This is an optimization exercise on Yosys and OpenROAD, whose aim is small area and a short achievable clock period, not a production implementation.
The RTL was checked by simulation tests, not by an equivalence proof against the original design.
Power is estimated from default activity; no workload was simulated.

north:
// matrix_mul
module matrix_mul
#(
  parameter int N  = matrix_mul_pkg::N,
  parameter int DW = matrix_mul_pkg::DW,
  parameter int OW = matrix_mul_pkg::OW
) (
  input  logic              clk,
  input  logic              rst_n,
  input  logic              in_valid,
  input  logic [N*N*DW-1:0] a_i,
  input  logic [N*N*DW-1:0] b_i,
  output logic              out_valid,
  output logic [N*N*OW-1:0] y_o
);
Size in the first run: ~920 flip-flops, about 0.043 mm^2 of cells after synthesis.
==> flow/config.mk <==
export PLATFORM = sky130hd
export DESIGN_NAME = matrix_mul
export DESIGN_NICKNAME = matrix_mul
export VERILOG_FILES = /design/flow/design.v
export SDC_FILE = /design/flow/constraint.sdc
export NUM_CORES = 4
export LEC_CHECK = 0
export CAP_MARGIN = 20
export CORE_MARGIN = 2
export CORE_UTILIZATION = 40
export CTS_CLUSTER_DIAMETER = 80
export CTS_CLUSTER_SIZE = 20
export SETUP_SLACK_MARGIN = 3.25
export SLEW_MARGIN = 20
export SYNTH_HIERARCHICAL = 1
export SYNTH_MINIMUM_KEEP_SIZE = 0
==> flow/constraint.sdc <==
create_clock -name core_clock -period 5.5 [get_ports {clk}]
set_input_delay 1.1000 -clock core_clock [delete_from_list [all_inputs] [get_ports {clk}]]
set_output_delay 1.1000 -clock core_clock [all_outputs]
set_load 0.01 [all_outputs]
standard.sh (not shown) runs the stock make flow with config.mk's settings and CLKGATE_MAP_FILE= SYNTH_SCRIPT=/design/flow/synth_recipe.tcl, a recipe that flattens the netlist after the stock synthesis.
==> flow/flow/run.sh <==
#!/bin/bash
# The standard layout (standard.sh), except that the port buffers that
# buffer_ports inserts are buf_4 instead of the default cell (a slow delay buffer).
# Each tool's full output goes to standard.log in this folder.
export BUFFER_PORTS_ARGS="-buffer_cell sky130_fd_sc_hd__buf_4"
bash standard.sh > standard.log 2>&1
north completed end to end with timing, DRC and antenna clean.
Input-level comparison between south and north:
==> flow/flow/run.sh <==
#!/bin/bash
# The standard layout (standard.sh), with the port buffers chosen here instead
# of buffer_ports' default cell (a slow delay buffer): buf_2 on the outputs, placed
# with the rest at global placement, and buf_4 on the inputs (each drives 16
# gates), added right after global placement so that the timing-driven placer's
# remove_buffers does not take them out again.
# Each tool's full output goes to standard.log in this folder.
export BUFFER_PORTS_ARGS="-outputs -buffer_cell sky130_fd_sc_hd__buf_2"
export POST_GLOBAL_PLACE_TCL=$PWD/flow/inbuf.tcl
bash standard.sh > standard.log 2>&1
==> flow/flow/inbuf.tcl (new file) <==
# Buffer every input port (the standard flow buffers them at global placement,
# where this flow buffers only the outputs, with a smaller cell).
buffer_ports -inputs -buffer_cell sky130_fd_sc_hd__buf_4
-- flow/config.mk --
<<< north, line 9
export CORE_MARGIN = 2
export CORE_UTILIZATION = 40
export CTS_CLUSTER_DIAMETER = 80
export CTS_CLUSTER_SIZE = 20
export SETUP_SLACK_MARGIN = 3.25
>>> south, line 9
export CORE_MARGIN = 2
export CORE_UTILIZATION = 68
export CTS_CLUSTER_DIAMETER = 100
export CTS_CLUSTER_SIZE = 24
export SETUP_SLACK_MARGIN = 3.25
--- outcome ---
Compared with north, wire length of the first global-routing pass in south decreased by a few percent. north → south: setup slack rose by 15 ps; internal power saw a decrease.
Inputs modified between south and east:
==> flow/flow/run.sh <==
#!/bin/bash
# The standard layout (standard.sh), except that the port buffers that
# buffer_ports inserts are buf_4 instead of the default cell (a slow delay buffer).
# Each tool's full output goes to standard.log in this folder.
export BUFFER_PORTS_ARGS="-buffer_cell sky130_fd_sc_hd__buf_4"
bash standard.sh > standard.log 2>&1
-- flow/config.mk --
<<< south, line 9
export CORE_MARGIN = 2
export CORE_UTILIZATION = 68
export CTS_CLUSTER_DIAMETER = 100
export CTS_CLUSTER_SIZE = 24
export SETUP_SLACK_MARGIN = 3.25
>>> east, line 9
export CORE_MARGIN = 2
export CORE_UTILIZATION = 40
export CTS_CLUSTER_DIAMETER = 100
export CTS_CLUSTER_SIZE = 30
export SETUP_SLACK_MARGIN = 3.25
removed: flow/flow/inbuf.tcl
- On sequential share of layout area: east sits below south.
- east -> south: synthesized cell count delta 0, exact match
- east vs south: clock power up
- Re clock share of power: east is 0.3 points up on south.
- Re setup slack of the most critical reg-to-reg path: south was higher than east.
- [east vs south] design area: higher in east

==> separate check: timing with driven ports <==
In the flow no input, the clock included, has a driving cell. The finished layouts below were timed again as built, in two steps.
Step 1, drivers: a clkbuf_16 drives clk and a buf_2 each remaining input, both assumed.
Step 2 adds t to the input delays and takes it off the output delays; t is the mean of the earliest and latest rising clock arrival at the registers after step 1. Input paths then give back, and output paths get back, about the clock's delay inside the block.
Slacks: ideal ports / drivers / drivers and shift; pairs: ideal ports / drivers.
run | t (ns) | setup slack, ns | pins driven straight from the clock port
north | 0.735 | 3.172 / 3.155 / 2.712 | 1
south | 0.683 | 3.187 / 3.187 / 2.742 | 1
east | 0.681 | 3.166 / 3.166 / 2.728 | 1
After both steps every run listed still meets setup and hold. The setup slack of north, which loses most, moves by -0.017 ns with the drivers and by -0.460 ns with both steps.
